Background: an optimization exercise with open tools, aiming at small area, a short achievable clock period and few clock cycles per item. Do not read the settings as production practice.
In this exercise RTL edits were held to simulation tests only and were not proved equivalent to the original.
No activity file was given, so power comes from the tool's default toggle rates.

$ cat design/flow/config.mk
export PLATFORM = sky130hd
export DESIGN_NAME = binary_neighborhood_count_3x3
export DESIGN_NICKNAME = binary_neighborhood_count_3x3
export VERILOG_FILES = /design/flow/design.v
export SDC_FILE = /design/flow/constraint.sdc
export NUM_CORES = 4
export LEC_CHECK = 0
export CAP_MARGIN = 20
export CORE_MARGIN = 2
export CORE_UTILIZATION = 60
export CTS_CLUSTER_DIAMETER = 100
export CTS_CLUSTER_SIZE = 25
export PLACE_DENSITY = 0.7
export SETUP_SLACK_MARGIN = 4.2
export SLEW_MARGIN = 20
export TNS_END_PERCENT = 10
$ cat design/flow/constraint.sdc
create_clock -name core_clock -period 7.0 [get_ports {clk_i}]
set_input_delay 1.4000 -clock core_clock [delete_from_list [all_inputs] [get_ports {clk_i}]]
set_output_delay 1.4000 -clock core_clock [all_outputs]
set_load 0.01 [all_outputs]
$ cat design/flow/design.v
`timescale 1ns / 1ps
module bnc_ram (
  input  logic        clk_i,
  input  logic [7:0]  sel_hi_i,
  input  logic [7:0]  sel_lo_i,
  input  logic        we_i,
  input  logic        wpix_i,
  output logic        up_o,
  output logic        mid_o
);
  localparam int NG = 64;
  localparam int G  = 16;
  logic [NG-1:0] head_up, head_mid;
  logic [7:0]    t_up, t_mid;
  for (genvar g = 0; g < NG; g++) begin : g_ring
    logic [G-1:0] up_q, mid_q;
    logic         wr;
    assign wr = sel_hi_i[g/8] && sel_lo_i[g%8] && we_i;
    always_ff @(posedge clk_i) begin
      up_q  <= {wr ? mid_q[0] : up_q[0], up_q[G-1:1]};
      mid_q <= {wr ? wpix_i : mid_q[0], mid_q[G-1:1]};
    end
    assign head_up[g]  = up_q[0];
    assign head_mid[g] = mid_q[0];
  end
  for (genvar h = 0; h < 8; h++) begin : g_rd
    assign t_up[h]  = |(head_up[h*8 +: 8] & sel_lo_i);
    assign t_mid[h] = |(head_mid[h*8 +: 8] & sel_lo_i);
  end
  assign up_o  = |(t_up & sel_hi_i);
  assign mid_o = |(t_mid & sel_hi_i);
endmodule
`timescale 1ns / 1ps
module binary_neighborhood_count_3x3 (
  input  logic        clk_i,
  input  logic        rst_ni,
  input  logic        in_valid_i,
  output logic        in_stall_o,
  input  logic        pixel_i,
  output logic        out_valid_o,
  input  logic        out_stall_i,
  output logic [3:0]  count_o,
  output logic [9:0]  row_o,
  output logic [9:0]  column_o,
  output logic        run_end_o,
  output logic        image_end_o,
  input  logic        cfg_valid_i,
  output logic        cfg_ready_o,
  input  logic [1:0]  cfg_index_i,
  input  logic [10:0] cfg_data_i
);
  localparam int RES_UP_PREV   = 0;   
  localparam int RES_UP_CUR    = 1;   
  localparam int RES_LAST_PREV = 2;   
  localparam int RES_LAST_CUR  = 3;   
  function automatic logic [9:0] inc10(input logic [9:0] x);
    for (int i = 0; i < 10; i++) begin
      inc10[i] = x[i] ^ (&(x | ~((10'd1 << i) - 10'd1)));
    end
  endfunction
  function automatic logic [9:0] dec10(input logic [9:0] x);
    for (int i = 0; i < 10; i++) begin
      dec10[i] = x[i] ^ ~(|(x & ((10'd1 << i) - 10'd1)));
    end
  endfunction
  function automatic logic gt10(input logic [9:0] a, input logic [9:0] b);
    logic e;
    gt10 = 1'b0;
    e    = 1'b1;
    for (int i = 9; i >= 0; i--) begin
      gt10 = gt10 | (e & a[i] & ~b[i]);
      e    = e & ~(a[i] ^ b[i]);
    end
  endfunction
  function automatic logic [1:0] s3(input logic [2:0] v);
    s3 = {1'b0, v[2]} + {1'b0, v[1]} + {1'b0, v[0]};
  endfunction
  function automatic logic [1:0] s2(input logic [2:0] v);
    s2 = {1'b0, v[2]} + {1'b0, v[1]};
  endfunction
  function automatic logic [7:0] onehot8(input logic [2:0] v);
    onehot8 = 8'd0;
    onehot8[v] = 1'b1;
  endfunction
  logic [9:0] w_last_q, h_last_q, cfg_last;
  assign cfg_ready_o = 1'b1;
  always_comb begin
    if (cfg_data_i[10]) begin
      cfg_last = 10'd1023;
    end else if (cfg_data_i[9:0] == 10'd0) begin
      cfg_last = 10'd0;
    end else begin
      cfg_last = dec10(cfg_data_i[9:0]);
    end
  end
  always_ff @(posedge clk_i or negedge rst_ni) begin
    if (!rst_ni) begin
      w_last_q <= 10'd1023;
      h_last_q <= 10'd1023;
    end else if (cfg_valid_i) begin
      if (cfg_index_i == 2'd0) begin
        w_last_q <= cfg_last;
      end
      if (cfg_index_i == 2'd1) begin
        h_last_q <= cfg_last;
      end
    end
  end
  logic [9:0] col_q, row_q, c_q, r_q;
  logic       re_q, lr_q;
  logic [7:0]  ghi_q, glo_q;
  logic       dirty1_q, dirty2_q;
  logic       cgt_q, cge_q, rgt_q, rge_q;
  logic       in_ready_q, accept;         
  logic       c0, r_ge1, r_ge2;            
  logic       c0_n, r_ge1_n, r_ge2_n;
  logic [9:0] c_adv, r_adv, c_n, r_n;
  logic       re_adv, lr_adv, re_n, lr_n;
  logic [9:0] c_idl, r_idl;
  logic       re_idl, lr_idl;
  assign accept = in_valid_i && in_ready_q;
  always_comb begin
    c_adv  = re_q ? 10'd0 : inc10(c_q);
    r_adv  = re_q ? (lr_q ? 10'd0 : inc10(r_q)) : r_q;
    re_adv = (c_adv == w_last_q);
    lr_adv = re_q ? (r_adv == h_last_q) : lr_q;
    if (dirty2_q) begin
      c_idl  = cgt_q ? w_last_q : col_q;
      r_idl  = rgt_q ? h_last_q : row_q;
      re_idl = cge_q;
      lr_idl = rge_q;
    end else begin
      c_idl  = c_q;
      r_idl  = r_q;
      re_idl = re_q;
      lr_idl = lr_q;
    end
    if (accept) begin
      c0_n    = re_q;
      r_ge1_n = re_q ? !lr_q : r_ge1;
      r_ge2_n = re_q ? (!lr_q && r_ge1) : r_ge2;
    end else if (dirty2_q) begin
      c0_n    = (c_idl == 10'd0);
      r_ge1_n = (r_idl != 10'd0);
      r_ge2_n = (r_idl[9:1] != 9'd0);
    end else begin
      c0_n    = c0;
      r_ge1_n = r_ge1;
      r_ge2_n = r_ge2;
    end
    c_n  = accept ? c_adv  : c_idl;
    r_n  = accept ? r_adv  : r_idl;
    re_n = accept ? re_adv : re_idl;
    lr_n = accept ? lr_adv : lr_idl;
  end
  always_ff @(posedge clk_i or negedge rst_ni) begin
    if (!rst_ni) begin
      col_q    <= '0;
      row_q    <= '0;
      dirty1_q <= 1'b1;
      dirty2_q <= 1'b0;
    end else begin
      if (accept) begin
        col_q <= c_adv;
        row_q <= r_adv;
      end
      dirty1_q <= cfg_valid_i;
      dirty2_q <= dirty1_q;
    end
  end
  always_ff @(posedge clk_i) begin
    c_q   <= c_n;
    r_q   <= r_n;
    re_q  <= re_n;
    lr_q  <= lr_n;
    ghi_q <= onehot8(c_n[9:7]);
    c0    <= c0_n;
    r_ge1 <= r_ge1_n;
    r_ge2 <= r_ge2_n;
    glo_q <= onehot8(c_n[6:4]);
  end
  always_ff @(posedge clk_i) begin
    cgt_q <= gt10(col_q, w_last_q);
    cge_q <= !gt10(w_last_q, col_q);
    rgt_q <= gt10(row_q, h_last_q);
    rge_q <= !gt10(h_last_q, row_q);
  end
  logic [3:0] phase_q;
  logic       ok_a, ok_i;
  logic       rd_up, rd_mid;
  always_ff @(posedge clk_i or negedge rst_ni) begin
    if (!rst_ni) begin
      phase_q <= 4'd0;
    end else begin
      phase_q <= phase_q + 4'd1;
    end
  end
  assign ok_a = !re_q || (c_q[3:0] == 4'd15);
  assign ok_i = (phase_q + 4'd1 == c_q[3:0]);    
  bnc_ram u_line_ram (
    .clk_i    (clk_i),
    .sel_hi_i (ghi_q),
    .sel_lo_i (glo_q),
    .we_i     (accept),
    .wpix_i   (pixel_i),
    .up_o     (rd_up),
    .mid_o    (rd_mid)
  );
  logic [5:0] live_q;
  logic [2:0] col_new;
  logic [2:0] old1, old0;
  logic [3:0] pend_new;
  logic       load;
  always_comb begin
    col_new = {pixel_i, rd_mid && r_ge1, rd_up && r_ge2};
    old1    = c0 ? 3'b0 : live_q[5:3];
    old0    = c0 ? 3'b0 : live_q[2:0];
    pend_new                = '0;
    pend_new[RES_UP_PREV]   = r_ge1 && !c0;
    pend_new[RES_UP_CUR]    = r_ge1 && re_q;
    pend_new[RES_LAST_PREV] = lr_q && !c0;
    pend_new[RES_LAST_CUR]  = lr_q && re_q;
  end
  assign load = accept && (pend_new != 4'd0);
  always_ff @(posedge clk_i) begin
    if (accept) begin
      live_q <= {col_new, old1};
    end
  end
  logic [3:0] pend_q, pick, pend_after, pend_pop;
  logic [2:0] bnd_q, bnq_q, bn, bold1_q, ba3_q, ba2_q;
  logic [1:0] bb3_q, bb2_q;
  logic [9:0] br_q, bc_q;
  logic       bimg_q, bsel_q, blr_q, brge1_q;
  logic       emit, bfree_now, head_load, ov_q;
  logic [2:0] base;
  logic [1:0] addend;
  logic [3:0] res_count;
  logic [9:0] res_row, res_col;
  logic       res_run_end, res_img_end;
  logic [2:0] new_a3, new_a2;
  logic [1:0] new_b3, new_b2;
  localparam int QD = 8;
  logic [2:0] rp_q, wp_q;
  logic [3:0] qn_q;
  logic       seq_q;
  logic [2:0] en_q [QD];
  logic       ere_q[QD];
  logic       qne, pop, push_b, pushq;
  assign head_load = !ov_q || !out_stall_i;
  assign emit      = (pend_q != 4'd0) && head_load;
  assign bfree_now = (pend_q == 4'd0) || (((pend_q & (pend_q - 4'd1)) == 4'd0) && emit);
  assign bn        = bsel_q ? bnq_q : bnd_q;
  always_comb begin
    new_b3 = s3(old1);
    new_a3 = {1'b0, s3(old1)} + {1'b0, s3(old0)};
    new_b2 = s2(old1);
    new_a2 = {1'b0, s2(old1)} + {1'b0, s2(old0)};
    pend_pop                = '0;
    pend_pop[RES_UP_PREV]   = brge1_q;
    pend_pop[RES_UP_CUR]    = brge1_q && ere_q[rp_q];
    pend_pop[RES_LAST_PREV] = blr_q;
    pend_pop[RES_LAST_CUR]  = blr_q && ere_q[rp_q];
  end
  always_comb begin
    pick = '0;
    if (pend_q[RES_UP_PREV]) begin
      pick[RES_UP_PREV] = 1'b1;
    end else if (pend_q[RES_UP_CUR]) begin
      pick[RES_UP_CUR] = 1'b1;
    end else if (pend_q[RES_LAST_PREV]) begin
      pick[RES_LAST_PREV] = 1'b1;
    end else begin
      pick[RES_LAST_CUR] = 1'b1;
    end
    pend_after = pend_q & ~pick;
    base = ({3{pick[RES_UP_PREV]}}   & ba3_q)
         | ({3{pick[RES_UP_CUR]}}    & {1'b0, bb3_q})
         | ({3{pick[RES_LAST_PREV]}} & ba2_q)
         | ({3{pick[RES_LAST_CUR]}}  & {1'b0, bb2_q});
    addend      = (pick[RES_UP_PREV] || pick[RES_UP_CUR]) ? s3(bn) : s2(bn);
    res_count   = {1'b0, base} + {2'b00, addend};
    res_row     = (pick[RES_UP_PREV] || pick[RES_UP_CUR]) ? dec10(br_q) : br_q;
    res_col     = (pick[RES_UP_PREV] || pick[RES_LAST_PREV]) ? dec10(bc_q) : bc_q;
    res_run_end = (pend_after == 4'd0);
    res_img_end = res_run_end && bimg_q;
  end
  always_comb begin
    qne    = (qn_q != 4'd0);
    pop    = bfree_now && qne;
    push_b = bfree_now && !qne && load;
    pushq  = load && !push_b;
  end
  always_ff @(posedge clk_i or negedge rst_ni) begin
    if (!rst_ni) begin
      pend_q <= '0;
      qn_q   <= '0;
      rp_q   <= '0;
      wp_q   <= '0;
      seq_q  <= 1'b0;
      bsel_q <= 1'b0;
    end else begin
      if (pop) begin
        pend_q <= pend_pop;
        bsel_q <= 1'b1;
      end else if (push_b) begin
        pend_q <= pend_new;
        bsel_q <= 1'b0;
      end else if (emit) begin
        pend_q <= pend_after;
      end
      if (pop) begin
        rp_q <= rp_q + 3'd1;
      end
      if (pushq) begin
        wp_q <= wp_q + 3'd1;
      end
      if (pop && !pushq) begin
        qn_q <= qn_q - 4'd1;
      end else if (pushq && !pop) begin
        qn_q <= qn_q + 4'd1;
      end
      if (cfg_valid_i) begin
        seq_q <= 1'b0;
      end else if (accept) begin
        seq_q <= load && !re_q;
      end
    end
  end
  always_ff @(posedge clk_i) begin
    if (pop) begin
      bnq_q   <= en_q[rp_q];
      bold1_q <= bn;
      bb3_q   <= s3(bn);
      ba3_q   <= {1'b0, s3(bn)} + {1'b0, s3(bold1_q)};
      bb2_q   <= s2(bn);
      ba2_q   <= {1'b0, s2(bn)} + {1'b0, s2(bold1_q)};
      bc_q    <= inc10(bc_q);
      bimg_q  <= blr_q && ere_q[rp_q];
    end else if (push_b) begin
      bold1_q <= old1;
      bb3_q   <= new_b3;
      ba3_q   <= new_a3;
      bb2_q   <= new_b2;
      ba2_q   <= new_a2;
      br_q    <= r_q;
      bc_q    <= c_q;
      bimg_q  <= lr_q && re_q;
      blr_q   <= lr_q;
      brge1_q <= r_ge1;
    end
    if (push_b) begin
      bnd_q <= col_new;
    end
    for (int i = 0; i < QD; i++) begin
      if (pushq && (wp_q == i)) begin
        en_q[i]  <= col_new;
        ere_q[i] <= re_q;
      end
    end
  end
  logic [3:0]  oc_q;
  logic [9:0]  orow_q, ocol_q;
  logic        orun_q, oimg_q;
  always_ff @(posedge clk_i or negedge rst_ni) begin
    if (!rst_ni) begin
      ov_q <= 1'b0;
    end else if (head_load) begin
      ov_q <= emit;
    end
  end
  always_ff @(posedge clk_i) begin
    if (emit) begin
      oc_q   <= res_count;
      orow_q <= res_row;
      ocol_q <= res_col;
      orun_q <= res_run_end;
      oimg_q <= res_img_end;
    end
  end
  function automatic logic space(input logic [3:0] p, input logic s,
                                 input logic [3:0] n, input logic sq);
    logic bf;
    bf    = (p == 4'd0) || (((p & (p - 4'd1)) == 4'd0) && !s);
    space = bf ? ((n == 4'd0) || sq) : ((n != 4'd8) && sq);
  endfunction
  function automatic logic hasres(input logic [9:0] r, input logic lr,
                                  input logic [9:0] c, input logic re);
    hasres = ((r != 10'd0) || lr) && ((c != 10'd0) || re);
  endfunction
  logic [1:0] st_a, st_i;               
  logic       hr_a, hr_i, seq_a, stall_n;
  always_comb begin
    hr_a  = (re_q ? (!lr_q || h_last_q == 10'd0) : (r_ge1 || lr_q))
         && (!re_q || w_last_q == 10'd0);
    hr_i  = hasres(r_q, lr_q, c_q, re_q);    
    seq_a = (pend_new != 4'd0) && !re_q;
    for (int hl = 0; hl < 2; hl++) begin
      logic       em, bf, ovn;
      logic [3:0] p_i, p_a;
      logic [3:0] n_i, n_a;
      em  = (pend_q != 4'd0) && ((hl == 1) || !ov_q);
      bf  = (pend_q == 4'd0) || (((pend_q & (pend_q - 4'd1)) == 4'd0) && em);
      ovn = ((hl == 1) || !ov_q) ? em : 1'b1;
      if (bf && qne) begin
        p_i = pend_pop;
        n_i = qn_q - 4'd1;
        p_a = pend_pop;
        n_a = (pend_new != 4'd0) ? qn_q : qn_q - 4'd1;
      end else if (bf) begin
        p_i = em ? pend_after : pend_q;
        n_i = 4'd0;
        p_a = (pend_new != 4'd0) ? pend_new : p_i;
        n_a = 4'd0;
      end else begin
        p_i = em ? pend_after : pend_q;
        n_i = qn_q;
        p_a = p_i;
        n_a = (pend_new != 4'd0) ? qn_q + 4'd1 : qn_q;
      end
      st_a[hl] = !ok_a || (hr_a && !space(p_a, ovn, n_a, seq_a));
      st_i[hl] = !ok_i || (hr_i && !space(p_i, ovn, n_i, seq_q));
    end
    stall_n = accept ? st_a[!out_stall_i] : st_i[!out_stall_i];
  end
  always_ff @(posedge clk_i or negedge rst_ni) begin
    if (!rst_ni) begin
      in_ready_q <= 1'b0;
    end else begin
      in_ready_q <= !(cfg_valid_i || dirty1_q || dirty2_q || stall_n);
    end
  end
  assign in_stall_o  = !in_ready_q;
  assign out_valid_o = ov_q;
  assign count_o     = oc_q;
  assign row_o       = orow_q;
  assign column_o    = ocol_q;
  assign run_end_o   = orun_q;
  assign image_end_o = oimg_q;
endmodule
$ cat design/flow/run.sh
#!/bin/bash
# synth_recipe.tcl (not shown) runs the flow's synth.tcl, then flattens the netlist and writes it again
# the make line also repeats each setting of config.mk as NAME=value (left out here)
make -C /OpenROAD-flow-scripts/flow DESIGN_CONFIG=/design/flow/config.mk WORK_HOME=/design/flow/orfs CLKGATE_MAP_FILE= SYNTH_SCRIPT=/design/flow/synth_recipe.tcl finish
==> insert_results.sql, run 1 <==
INSERT INTO impl_metrics (metric_group, metric, value, unit) VALUES
('outcome', 'status', 'no timing/DRC/antenna violations', ''),
('logic_synthesis', 'netlist_area', '55600', 'sq um'),
('worst_setup_path', 'cpMaxStageDelayCell', 'clkdlybuf4s50_1', ''),
('drt', 'wl', '80200', 'um'),
('placement', 'gp_congestion', '0.846', ''),
('clock_network', 'cts.root.buffer_cell', 'clkbuf_16', ''),
('final_layout', 'fillCellCount', '6379', ''),
('logic_synthesis', 'synth_warnings', '4', ''),
('timing', 'slew_headroom', '31.8', '%'),
('final_layout', 'area_growth_synth_to_finish', '8.21', '%'),
('grt', 'grt_max_degree', '75', ''),
('floorplan', 'fp.dieH', '308', 'um'),
('clock_network', 'clkTransAtPathRegs', '0.10', 'ns'),
('clock_network', 'clk_latency', '0.71', 'ns'),
('power_and_ir_drop', 'pwr_density_cell', '373', 'nW/um^2'),
('clock_network', 'ctsLongestPathBuffers', '3', ''),
('drt', 'detailroute.via_count', '23961', ''),
('worst_setup_path', 'critical_path.max_fanout', '1', ''),
('timing', 'max_transition_viols_final', '0', ''),
('worst_setup_path', 'path_buf_inv', '1', ''),
('worst_hold_path', 'timing.hold.worst.class', 'reg -> reg', ''),
('logic_synthesis', 'synth_top_area_cell', 'dfxtp_1', ''),
('floorplan', 'ioPinCount', '48', ''),
('worst_setup_path', 'cp.arrival', '1.55', 'ns'),
('drt', 'drt_pre_antenna_iters', '5', ''),
('logic_synthesis', 'synth_async_sr_flop_share', '2.83', '%'),
('final_layout', 'layout-drive-gt1-share', '9.67', '%'),
('grt', 'grtUsageTotal', '17.1', '%'),
('grt', 'antenna_violations_before_repair', '2', ''),
('timing', 'layout_worst_path_cycle_share', '42.2', '%'),
('drt', 'route.detailed.vias_per_inst', '4.95', ''),
('logic_synthesis', 'postSynth.topFlopCell', 'dfxtp_1', ''),
('timing', 'unrepaired_setup_endpoints_after_global_routing', 'true', ''),
('power_and_ir_drop', 'ir_drop', '217', 'uV'),
('floorplan', 'dieArea', '95000', 'sq um'),
('logic_synthesis', 'avg_synthesized_cell_area', '15.6', 'sq um'),
('final_layout', 'diodes', '0', ''),
('worst_setup_path', 'ordered_list_of_cells_on_the_worst_path', 'clkdlybuf4s50_1', ''),
('clock_network', 'cts_made_buffers', '100', ''),
('floorplan', 'initial_core_util', '60.6', '%'),
('floorplan', 'fp.coreArea', '91700', 'sq um'),
('timing', 'skew', '0.0283', 'ns'),
('drt', 'route.antenna.remaining_nets', '0', ''),
('grt', 'grt-ovfl-total', '0', ''),
('timing', 'sum_neg_setup_slack', '0', 'ns'),
('power_and_ir_drop', 'p_total', '22400', 'uW'),
('logic_synthesis', 'synthDominantCellAreaShare', '75.2', '%'),
('logic_synthesis', 'synth_fp_nets', '3662', ''),
('grt', 'grt_pass1_wl', '126000', 'um'),
('worst_setup_path', 'crit_required', '5.60', 'ns'),
('placement', 'detailed_placer_s_ending_hpwl', '48700', 'um'),
('clock_network', 'clock_sink_count', '2263', ''),
('placement', 'numPortBuffers', '46', ''),
('final_layout', 'finalNetCount', '3724', ''),
('logic_synthesis', 'yosys-top-cells-area', 'dfxtp_1 75%, edfxtp_1 6.0%, mux2_2 3.1%', ''),
('timing', 'timing_worst_slew_pin_value', '1.01', 'ns'),
('logic_synthesis', 'synth.lib_cells_used.distinct', '79', ''),
('logic_synthesis', 'ys_seq_elements', '2263', ''),
('clock_network', 'clock_tree_from_tritoncts', 'yes', ''),
('logic_synthesis', 'proportion_of_synthesized_chip_area_in_sequential_cells', '84.2', '%'),
('drt', 'drt-initial-drc-count', '1708', ''),
('worst_setup_path', 'criticalPathCategory', 'reg -> out', ''),
('power_and_ir_drop', 'leakage', '0.0238', 'uW'),
('worst_setup_path', 'delay_of_the_slowest_cell_on_the_worst_path', '0.53', 'ns'),
('timing', 'max_freq', '339', 'MHz'),
('timing', 'finalSetupViolCount', '0', ''),
('timing', 'period_minus_slack', '2.95', 'ns'),
('floorplan', 'die_x', '308', 'um'),
('worst_setup_path', 'worst_setup_start_kind', 'flip-flop', ''),
('logic_synthesis', 'number_of_instances_in_the_synthesized_netlist', '3571', ''),
('drt', 'drcViolationCount', '0', ''),
('run', 'drv.max_cap_violation_count', '0', ''),
('logic_synthesis', 'synth_enable_flop_cells', '111', ''),
('drt', 'wire_per_inst', '16.6', 'um'),
('floorplan', 'floorplan.rows', '111', ''),
('clock_network', 'htree_levels', '3', ''),
('grt', 'grt_pass1_vias', '23372', ''),
('timing', 'finalHoldViolations', '0', ''),
('worst_setup_path', 'timing.critical_path.to_type', 'primary output', ''),
('worst_setup_path', 'critPathTopFamily', 'buffers and inverters', '');
area by class of cell:
class,instances,area [sq um],area share [%]
clock buffers,113,2580,4.30
clock inverters,8,143,0.237
inverters,74,279,0.464
multi-input cells,1135,8280,13.8
flip-flops and latches,2263,46800,77.8
well taps,1186,1480,2.47
repair buffers,59,562,0.935
state kept, by name, indices dropped and copies added, names as in the netlist, 6 cells and up:
signal / count
u_line_ram.g_ring.mid_q: 1024
u_line_ram.g_ring.up_q: 1024
en_q: 24
bc_q: 10
br_q: 10
c_q: 10
col_q: 10
h_last_q: 10
ocol_q: 10
orow_q: 10
r_q: 10
row_q: 10
w_last_q: 10
ere_q: 8
ghi_q: 8
glo_q: 8
live_q: 6
final timing paths:
kind                       cells after the start                           from  slack (ns)                            end
hold / removal                                 0  u_line_ram.g_ring[43].up_q[2]        0.32  u_line_ram.g_ring[43].up_q[1]
max in group asynchronous                      2                         rst_ni        5.39                      pend_q[0]
setup reg to reg                               4                       glo_q[1]        4.10                     en_q[3][0]
min in group asynchronous                      2                         rst_ni        0.91                      pend_q[1]
setup / recovery                               1                        oc_q[1]        4.05                     count_o[1]
hold reg to reg                                0  u_line_ram.g_ring[43].up_q[2]        0.32  u_line_ram.g_ring[43].up_q[1]
cells in the mapped netlist, types with 9 or more instances:
cell and count:
nand2_1 166, dfstp_2 21, buf_2 12, xnor2_1 42, inv_1 72, nor3_1 17
and2_1 11, nand3_1 21, o211ai_1 18, a22oi_1 85, dfxtp_1 2088, o21ai_0 88
fa_1 9, edfxtp_1 111, nor2b_1 21, mux2i_1 27, maj3_1 12, buf_1 13
xor2_1 22, and3_1 23, mux2_2 152, dfrtp_1 43, clkbuf_1 69, a21oi_1 86
ha_1 63, nand2b_1 10, nor2_1 110, nand4_1 26
where the power goes:
part | internal [uW] | switching (uW)
Combinational | 939 | 1230
Sequential | 13400 | 537
Clock | 2650 | 3630
cell usage in the layout, fill, tap and decap left out, drive strengths merged, types with 32 or more instances in the layout:
cell / count
edfxtp: 111
a21oi: 86
dfrtp: 43
xnor2: 42
dfxtp: 2088
o21ai: 92
clkdlybuf4s50: 32
clkbuf: 113
a22oi: 85
inv: 76
nand2: 166
mux2: 152
ha: 63
nor2: 111
cell families (layout without fill, tap and decap cells):
family / count (synthesis) / in the layout / synth area share [%]
other cells: 1 / 1 / 0.00675
flops: 2263 / 2263 / 84.2
simple gates: 444 / 444 / 3.78
xor+xnor: 64 / 64 / 1.01
buf+inv: 173 / 254 / 1.24
compound gates: 363 / 363 / 4.25
mux: 179 / 179 / 3.57
fa+ha+maj: 84 / 84 / 1.96
metal layers:
layer | wire length [um] | track usage (%) | up-vias
met5 | 13 | 0 | -
met4 | 2950 | 6.83 | 2
met3 | 2660 | 2.59 | 170
met2 | 34800 | 26.1 | 407
met1 | 39800 | 24.6 | 11470
li1 | - | - | 11912
stage by stage:
stage,instances,hold slack [ns],instance area (sq um),utilization [%],setup WS (ns)
finish,4838,0.318,60100,65.6,4.05
global route,4838,0.324,60100,65.6,3.97
global placement,4714,0.310,57300,62.5,2.76
detailed placement,4714,0.312,57300,62.5,2.65
floorplan,3571,0.310,55700,-,4.11
CTS,4838,0.314,60100,65.5,3.98
repair_timing:
action,in CTS,in global routing
endpoints found under the hold margin,0,0
pin swaps,0,3
hold buffers,0,0
setup endpoints to repair,217,93
resized for setup,37,10
cloned,0,0
buffers inserted,3,0
Testbench counts, summed over its fixed seeds: cycles 279,125, items 253,450.
==> inputs of run 2 (changes only) <==
--- a/design/flow/config.mk
+++ b/design/flow/config.mk
@@ -13,3 +13,3 @@
 export PLACE_DENSITY = 0.7
-export SETUP_SLACK_MARGIN = 4.2
+export SETUP_SLACK_MARGIN = 5.0
 export SLEW_MARGIN = 20
==> run 2 against run 1 <==
Compared with the run above: critical path type unchanged; non-clock buffer count grew 86; wire length grew 3.3%; first-iteration DRC count shrank 2.3%; area after synthesis is the same; synthesized cell count is the same; sequential power is essentially flat; setup slack gained 0.22 ns; critical path depth is the same; clock power is essentially flat; power grew 2.9%; global-route usage grew 0.22 points; still clean; combinational power grew 32%.
==> insert_results.sql, run 2 <==
INSERT INTO impl_metrics (metric_group, metric, value, unit) VALUES
('outcome', 'status', 'no timing/DRC/antenna violations', ''),
('final_layout', 'finish.instance_area', '61700', 'sq um'),
('floorplan', 'floorplan.rows', '111', ''),
('timing', 'max_transition_viols_final', '0', ''),
('logic_synthesis', 'synth_async_sr_flop_share', '2.83', '%'),
('timing', 'sum_neg_setup_slack', '0', 'ns'),
('logic_synthesis', 'ys_seq_elements', '2263', ''),
('final_layout', 'diodes', '0', ''),
('power_and_ir_drop', 'ir_drop', '245', 'uV'),
('drt', 'detailroute.via_count', '24394', ''),
('drt', 'wire_per_inst', '16.8', 'um'),
('logic_synthesis', 'avg_synthesized_cell_area', '15.6', 'sq um'),
('power_and_ir_drop', 'proportion_of_power_drawn_by_combinational_gates', '12.4', '%'),
('final_layout', 'area_growth_synth_to_finish', '11.0', '%'),
('worst_setup_path', 'worst_setup_start_kind', 'flip-flop', ''),
('logic_synthesis', 'yosys-top-cells-area', 'dfxtp_1 75%, edfxtp_1 6.0%, mux2_2 3.1%', ''),
('worst_hold_path', 'timing.hold.worst.class', 'reg -> reg', ''),
('floorplan', 'fp.coreArea', '91700', 'sq um'),
('drt', 'detailroute.wirelength.met3', '3470', 'um'),
('floorplan', 'ioPinCount', '48', ''),
('clock_network', 'ctsLongestPathBuffers', '3', ''),
('grt', 'grt-ovfl-total', '0', ''),
('clock_network', 'clkTransAtPathRegs', '0.10', 'ns'),
('logic_synthesis', 'synth_enable_flop_cells', '111', ''),
('timing', 'layout_worst_path_cycle_share', '39.0', '%'),
('power_and_ir_drop', 'sw_frac_of_total', '24.3', '%'),
('power_and_ir_drop', 'sequentialPowerShare', '60.3', '%'),
('timing', 'finalSetupViolCount', '0', ''),
('logic_synthesis', 'synth_fp_nets', '3662', ''),
('final_layout', 'layout-drive-gt1-share', '14.6', '%'),
('worst_setup_path', 'timing.critical_path.to_type', 'primary output', ''),
('worst_setup_path', 'crit_required', '5.60', 'ns'),
('grt', 'grt_max_degree', '75', ''),
('clock_network', 'cts_made_buffers', '100', ''),
('power_and_ir_drop', 'leakage', '0.0244', 'uW'),
('final_layout', 'layout.cells.most_common', 'dfxtp_1', ''),
('power_and_ir_drop', 'total_switching_power', '5610', 'uW'),
('worst_setup_path', 'critPathTopFamily', 'flip-flops', ''),
('logic_synthesis', 'postSynth.topFlopCell', 'dfxtp_1', ''),
('drt', 'wl_met2', '36000', 'um'),
('drt', 'drcViolationCount', '0', ''),
('placement', 'placedInstanceArea', '57300', 'sq um'),
('floorplan', 'dieArea', '95000', 'sq um'),
('logic_synthesis', 'synth.most_common_cell', 'dfxtp_1', ''),
('placement', 'gp_congestion', '0.881', ''),
('power_and_ir_drop', 'p_total', '23000', 'uW'),
('final_layout', 'fillCellCount', '6191', ''),
('placement', 'detailed_placer_s_ending_hpwl', '48200', 'um'),
('clock_network', 'clock_tree_from_tritoncts', 'yes', ''),
('drt', 'route.antenna.remaining_nets', '0', ''),
('worst_setup_path', 'criticalPathCategory', 'reg -> out', ''),
('drt', 'drt-initial-drc-count', '1669', ''),
('drt', 'wl_met1', '41600', 'um'),
('grt', 'grtUsageTotal', '17.3', '%'),
('clock_network', 'clk_latency', '0.70', 'ns'),
('power_and_ir_drop', 'power.clock.fraction', '27.2', '%'),
('power_and_ir_drop', 'pwr_density_cell', '374', 'nW/um^2'),
('drt', 'route.detailed.vias_per_inst', '4.95', ''),
('floorplan', 'fp.dieH', '308', 'um'),
('worst_setup_path', 'cpMaxStageDelayCell', 'dfrtp_4', ''),
('logic_synthesis', 'proportion_of_synthesized_chip_area_in_sequential_cells', '84.2', '%'),
('placement', 'numPortBuffers', '46', ''),
('worst_setup_path', 'ordered_list_of_cells_on_the_worst_path', 'buf_6', ''),
('worst_setup_path', 'delay_of_the_slowest_cell_on_the_worst_path', '0.51', 'ns'),
('worst_setup_path', 'critical_path.max_fanout', '2', ''),
('power_and_ir_drop', 'intPower', '17400', 'uW'),
('floorplan', 'initial_core_util', '60.6', '%'),
('timing', 'max_freq', '366', 'MHz'),
('final_layout', 'layout.cells.most_common_list', '2070 x dfxtp_1, 158 x nand2_1, 152 x mux2_2', ''),
('logic_synthesis', 'synth_warnings', '4', ''),
('logic_synthesis', 'synthDominantCellAreaShare', '75.2', '%'),
('run', 'drv.max_cap_violation_count', '0', ''),
('final_layout', 'stdcell_count', '4933', ''),
('logic_synthesis', 'netlist_area', '55600', 'sq um'),
('logic_synthesis', 'synth_top_area_cell', 'dfxtp_1', ''),
('timing', 'skew', '0.0348', 'ns'),
('drt', 'dr.max_layer_used', 'met4', ''),
('clock_network', 'cts-hold-fix-buffers', '0', ''),
('timing', 'timing_worst_slew_pin_value', '0.989', 'ns'),
('grt', 'antenna_violations_before_repair', '0', ''),
('timing', 'period_minus_slack', '2.73', 'ns'),
('timing', 'unrepaired_setup_endpoints_after_global_routing', 'true', ''),
('grt', 'grt_pass1_vias', '23242', ''),
('logic_synthesis', 'synth.lib_cells_used.distinct', '79', ''),
('clock_network', 'clock_sink_count', '2263', ''),
('worst_setup_path', 'path_buf_inv', '1', ''),
('clock_network', 'htree_levels', '3', ''),
('final_layout', 'finalNetCount', '3817', ''),
('logic_synthesis', 'number_of_instances_in_the_synthesized_netlist', '3571', ''),
('timing', 'slew_headroom', '34.0', '%'),
('drt', 'wl', '82800', 'um'),
('worst_setup_path', 'cp.arrival', '1.33', 'ns'),
('logic_synthesis', 'synthTopCellsByCount', '2088 x dfxtp_1, 166 x nand2_1, 152 x mux2_2', ''),
('placement', 'numPlacedInstances', '4715', ''),
('floorplan', 'die_x', '308', 'um'),
('final_layout', 'biggestRegsByFlops', 'u_line_ram.g_ring.mid_q (1024), u_line_ram.g_ring.up_q (1024), en_q (24)', ''),
('clock_network', 'cts.root.buffer_cell', 'clkbuf_16', ''),
('grt', 'grt_pass1_wl', '128000', 'um'),
('drt', 'drt_pre_antenna_iters', '5', ''),
('timing', 'finalHoldViolations', '0', '');
run 2: cell counts after synthesis:
No cell type changed its count.
run 2: repair_timing:
action	in CTS	in global routing
setup endpoints to repair	421	252
setup buffers	51	31
pin swaps	28	40
gates cloned	10	3
resized for setup	172	115
run 2: final timing paths:
check / start / to / slack (ns) / cells after the start
setup / recovery: ov_q / out_valid_o / 4.27 / 1
hold / removal: u_line_ram.g_ring[39].mid_q[15] / u_line_ram.g_ring[39].mid_q[14] / 0.31 / 0
setup reg to reg: bsel_q / oc_q[2] / 4.35 / 7
hold reg to reg: u_line_ram.g_ring[39].mid_q[15] / u_line_ram.g_ring[39].mid_q[14] / 0.31 / 0
max in group asynchronous: rst_ni / pend_q[3] / 5.37 / 2
min in group asynchronous: rst_ni / rp_q[1] / 0.92 / 2
run 2: kinds of logic after synthesis:
family | share of synthesized area (%)
muxes | 3.57
xor gates and xnor gates | 1.01
AOI/OAI and AO/OA | 4.25
and+or+nand+nor | 3.78
buffers and inverters | 1.24
adders and majority gates | 1.96
other | 0.00675
DFF | 84.2
run 2: cell type report:
cell class / instances / area [sq um] / area share, %
Clock buffer: 118 / 2640 / 4.29
Timing Repair Buffer: 145 / 1420 / 2.30
Clock inverter: 5 / 61.3 / 0.0994
Sequential cell: 2263 / 46800 / 75.9
Tap cell: 1186 / 1480 / 2.41
Multi-Input combinational cell: 1142 / 8910 / 14.5
Inverter: 74 / 314 / 0.509
run 2: metal layers:
metal,track usage [%],vias to the layer above
met3,2.78,137
met4,5.20,0
met1,25.6,11672
met5,0,-
li1,-,12106
met2,26.3,479
run 2: power by group through the flow:
stage / sequential (uW) / combinational, uW / clock [uW]
after floorplan: 13900 / 1750 / 0
after global placement: 14200 / 2150 / 0
after detailed placement: 14200 / 2190 / 0
after CTS: 13900 / 2590 / 6460
after global routing: 13900 / 3120 / 6910
final: 13900 / 2870 / 6280
run 2: stage by stage:
step	worst slack, ns	hold slack (ns)	utilization (%)
final	4.27	0.312	67.3
after floorplan	4.24	0.310	-
after detailed placement	2.49	0.312	62.5
after CTS	4.20	0.321	66.6
after global routing	4.21	0.322	67.3
after global placement	2.60	0.309	62.5
==> inputs of run 3 (changes only) <==
==> design/flow/flow/run.sh (new file) <==
#!/bin/bash
export BUFFER_PORTS_ARGS="-buffer_cell sky130_fd_sc_hd__buf_2"
bash standard.sh > standard.log 2>&1
==> design/flow/standard.sh (new file) <==
#!/bin/bash
# synth_recipe.tcl (not shown) runs the flow's synth.tcl, then flattens the netlist and writes it again
# the make line also repeats each setting of config.mk as NAME=value (left out here)
make -C /OpenROAD-flow-scripts/flow DESIGN_CONFIG=/design/flow/config.mk WORK_HOME=/design/flow/orfs CLKGATE_MAP_FILE= SYNTH_SCRIPT=/design/flow/synth_recipe.tcl "${@:-finish}"
--- a/design/flow/config.mk
+++ b/design/flow/config.mk
@@ -13,3 +13,3 @@
 export PLACE_DENSITY = 0.7
-export SETUP_SLACK_MARGIN = 5.0
+export SETUP_SLACK_MARGIN = 4.8
 export SLEW_MARGIN = 20
removed: design/flow/run.sh
==> run 3 against run 2 <==
Compared with the run above: sequential power barely moved; design area fell by 1.2%; synthesized cell count did not move; clock power barely moved; global-route usage barely moved; register-to-register slack improved by 0.02 ns; largest power group unchanged.
==> insert_results.sql, run 3 <==
INSERT INTO impl_metrics (metric_group, metric, value, unit) VALUES
('clock_network', 'cts_made_buffers', '100', ''),
('worst_hold_path', 'timing.hold.worst.class', 'reg -> reg', ''),
('timing', 'timing_worst_slew_pin_value', '1.00', 'ns'),
('worst_setup_path', 'timing.critical_path.to_type', 'primary output', ''),
('placement', 'numPortBuffers', '46', ''),
('outcome', 'status', 'no timing/DRC/antenna violations', ''),
('logic_synthesis', 'synth_enable_flop_cells', '111', ''),
('final_layout', 'layout-drive-gt1-share', '13.8', '%'),
('grt', 'grtUsageTotal', '17.3', '%'),
('clock_network', 'clock_sink_count', '2263', ''),
('floorplan', 'initial_core_util', '60.6', '%'),
('logic_synthesis', 'synth.most_common_cell', 'dfxtp_1', ''),
('drt', 'drt-initial-drc-count', '1638', ''),
('drt', 'route.antenna.remaining_nets', '0', ''),
('final_layout', 'fillCellCount', '6249', ''),
('worst_setup_path', 'crit_required', '5.60', 'ns'),
('final_layout', 'layout.cells.most_common', 'dfxtp_1', ''),
('worst_setup_path', 'delay_of_the_slowest_cell_on_the_worst_path', '0.50', 'ns'),
('timing', 'finalSetupViolCount', '0', ''),
('drt', 'drcViolationCount', '0', ''),
('floorplan', 'floorplan.rows', '111', ''),
('final_layout', 'finish.instance_area', '60900', 'sq um'),
('floorplan', 'fp.dieH', '308', 'um'),
('power_and_ir_drop', 'leakage', '0.0241', 'uW'),
('worst_setup_path', 'regToRegSetupSlack', '4.37', 'ns'),
('power_and_ir_drop', 'ir_drop', '198', 'uV'),
('worst_setup_path', 'critical_path.max_fanout', '2', ''),
('worst_setup_path', 'cpMaxStageDelayCell', 'dfrtp_4', ''),
('timing', 'sum_neg_setup_slack', '0', 'ns'),
('final_layout', 'area_growth_synth_to_finish', '9.72', '%'),
('floorplan', 'die_x', '308', 'um'),
('clock_network', 'clk_latency', '0.71', 'ns'),
('placement', 'placedInstanceArea', '57100', 'sq um'),
('final_layout', 'biggestRegsByFlops', 'u_line_ram.g_ring.mid_q (1024), u_line_ram.g_ring.up_q (1024), en_q (24)', ''),
('final_layout', 'postLayoutCoreUtil', '66.5', '%'),
('worst_setup_path', 'path_buf_inv', '1', ''),
('logic_synthesis', 'synth_warnings', '4', ''),
('drt', 'wire_per_inst', '17.2', 'um'),
('clock_network', 'clkTransAtPathRegs', '0.10', 'ns'),
('floorplan', 'dieArea', '95000', 'sq um'),
('timing', 'slew_headroom', '33.0', '%'),
('final_layout', 'diodes', '0', ''),
('worst_setup_path', 'cp.arrival', '1.33', 'ns'),
('logic_synthesis', 'synth_fp_nets', '3662', ''),
('grt', 'grt_pass1_vias', '23612', ''),
('drt', 'wl', '84200', 'um'),
('logic_synthesis', 'avg_synthesized_cell_area', '15.6', 'sq um'),
('logic_synthesis', 'synthDominantCellAreaShare', '75.2', '%'),
('timing', 'finalHoldViolations', '0', ''),
('drt', 'detailroute.via_count', '24333', ''),
('worst_setup_path', 'criticalPathCategory', 'reg -> out', ''),
('timing', 'period_minus_slack', '2.73', 'ns'),
('grt', 'grt_max_degree', '75', ''),
('logic_synthesis', 'proportion_of_synthesized_chip_area_in_sequential_cells', '84.2', '%'),
('grt', 'grt-ovfl-total', '0', ''),
('timing', 'skew', '0.0274', 'ns'),
('worst_setup_path', 'worst_setup_start_kind', 'flip-flop', ''),
('logic_synthesis', 'netlist_area', '55600', 'sq um'),
('placement', 'gp_congestion', '0.863', ''),
('logic_synthesis', 'synth.lib_cells_used.distinct', '79', ''),
('grt', 'grt_pass1_wl', '128000', 'um'),
('logic_synthesis', 'yosys-top-cells-area', 'dfxtp_1 75%, edfxtp_1 6.0%, mux2_2 3.1%', ''),
('timing', 'unrepaired_setup_endpoints_after_global_routing', 'true', ''),
('floorplan', 'fp.coreArea', '91700', 'sq um'),
('run', 'drv.max_cap_violation_count', '0', ''),
('final_layout', 'layout.cells.most_common_list', '2070 x dfxtp_1, 163 x nand2_1, 148 x mux2_2', ''),
('power_and_ir_drop', 'pwr_density_cell', '377', 'nW/um^2'),
('clock_network', 'clock_tree_from_tritoncts', 'yes', ''),
('logic_synthesis', 'synthTopCellsByCount', '2088 x dfxtp_1, 166 x nand2_1, 152 x mux2_2', ''),
('placement', 'detailed_placer_s_ending_hpwl', '48700', 'um'),
('logic_synthesis', 'synth_async_sr_flop_share', '2.83', '%'),
('worst_setup_path', 'critPathTopFamily', 'flip-flops', ''),
('floorplan', 'ioPinCount', '48', ''),
('clock_network', 'ctsLongestPathBuffers', '3', ''),
('drt', 'drt_pre_antenna_iters', '7', ''),
('final_layout', 'finalNetCount', '3783', ''),
('worst_setup_path', 'ordered_list_of_cells_on_the_worst_path', 'buf_6', ''),
('drt', 'route.detailed.vias_per_inst', '4.97', ''),
('grt', 'antenna_violations_before_repair', '0', ''),
('logic_synthesis', 'synth_top_area_cell', 'dfxtp_1', ''),
('logic_synthesis', 'number_of_instances_in_the_synthesized_netlist', '3571', ''),
('timing', 'layout_worst_path_cycle_share', '39.0', '%'),
('logic_synthesis', 'postSynth.topFlopCell', 'dfxtp_1', ''),
('clock_network', 'cts.root.buffer_cell', 'clkbuf_16', ''),
('timing', 'max_transition_viols_final', '0', ''),
('clock_network', 'htree_levels', '3', ''),
('logic_synthesis', 'ys_seq_elements', '2263', ''),
('timing', 'max_freq', '366', 'MHz');
[run 3: changes by cell type in the layout (fill, tap and decap cells not counted), sizes merged, moves of 2 or more]
cell	delta
buf	+6
dlymetal6s2s	-4
clkinv	+2
clkdlybuf4s15	-16
clkbuf	-7
clkdlybuf4s50	-8
bufbuf	-5
[run 3: per-stage QoR]
step / hold slack (ns) / total power, uW / setup WS (ns) / cells
finish: 0.317 / 23000 / 4.27 / 4899
detailed placement: 0.312 / 16300 / 2.78 / 4713
global route: 0.324 / 23900 / 4.23 / 4899
floorplan: 0.310 / 15600 / 4.24 / 3571
CTS: 0.318 / 22700 / 4.21 / 4870
global placement: 0.310 / 16300 / 2.91 / 4713
[run 3: logic make-up after synthesis]
| family | after synthesis | synth area share, % |
|---|---|---|
| fa+ha+maj | 84 | 1.96 |
| compound gates | 363 | 4.25 |
| xor+xnor | 64 | 1.01 |
| mux | 179 | 3.57 |
| simple gates | 444 | 3.78 |
| flops | 2263 | 84.2 |
| other cells | 1 | 0.00675 |
| buf+inv | 173 | 1.24 |
[run 3: layout make-up]
type / instances / area [sq um] / area share [%]
sequential: 2263 / 46800 / 76.8
tap: 1186 / 1480 / 2.43
timing repair buffer: 112 / 893 / 1.47
multi-input combinational: 1140 / 8670 / 14.2
clock inverter: 6 / 110 / 0.181
inverter: 74 / 318 / 0.521
clock buffer: 117 / 2630 / 4.32
timing repair inverter: 1 / 7.51 / 0.0123
[run 3: worst paths after layout]
path | start | endpoint | cells past startpoint
max | ov_q | out_valid_o | 1
min | u_line_ram.g_ring[9].up_q[13] | u_line_ram.g_ring[9].up_q[12] | 0
max reg2reg | rp_q[1] | in_ready_q | 11
min reg2reg | u_line_ram.g_ring[9].up_q[13] | u_line_ram.g_ring[9].up_q[12] | 0
max in group asynchronous | rst_ni | pend_q[3] | 2
min in group asynchronous | rst_ni | in_ready_q | 2
[run 3: where the power goes]
group	switching, uW	internal [uW]
registers	482	13400
logic	1530	1230
clock network	3620	2680
[run 3: what timing repair did]
item | CTS | global route
hold buffers | 0 | 0
endpoints found under the setup margin | 274 | 213
pin swaps | 11 | 27
cloned | 6 | 3
setup buffers | 28 | 26
resized for setup | 64 | 65
[run 3: layer usage]
metal	GRT usage, %	wire (um)
met5	0	0
met4	6.32	3010
met3	3.16	3770
met2	26.3	36000
met1	25.1	41400

static timing again, ports no longer ideal:
The results above use ideal ports. As a check the final layouts listed here were re-extracted and re-timed, cells and wires unchanged. Step 1 sets driving cells, clkbuf_16 on the clock port and buf_2 on the other inputs (assumed; they add their load-dependent delay and slew). Step 2 moves the port delays by t, midway between the first and last clock arrival at a register: inputs arrive t later, outputs are due t later. That takes back most of the time a late clock gives input paths. Three values: no drivers, after step 1, after step 2; two values: the first two.
| run | t (ns) | slack for setup (ns) | worst hold slack (ns) | clock arrival spread, ns | slew at the worst register clock pin (ns) |
|---|---|---|---|---|---|
| run 1 | 0.757 | 4.049 / 3.982 / 3.351 | 0.318 / 0.318 / 0.318 | 0.034 / 0.034 | 0.10 / 0.10 |
| run 2 | 0.752 | 4.269 / 4.201 / 3.717 | 0.312 / 0.312 / 0.312 | 0.035 / 0.035 | 0.11 / 0.11 |
| run 3 | 0.756 | 4.270 / 4.207 / 3.858 | 0.317 / 0.317 / 0.317 | 0.034 / 0.034 | 0.11 / 0.11 |
After both steps every run listed still meets setup and hold. For run 1, which loses most, drivers alone change the setup slack by -0.067 ns; drivers and shift together by -0.698 ns.
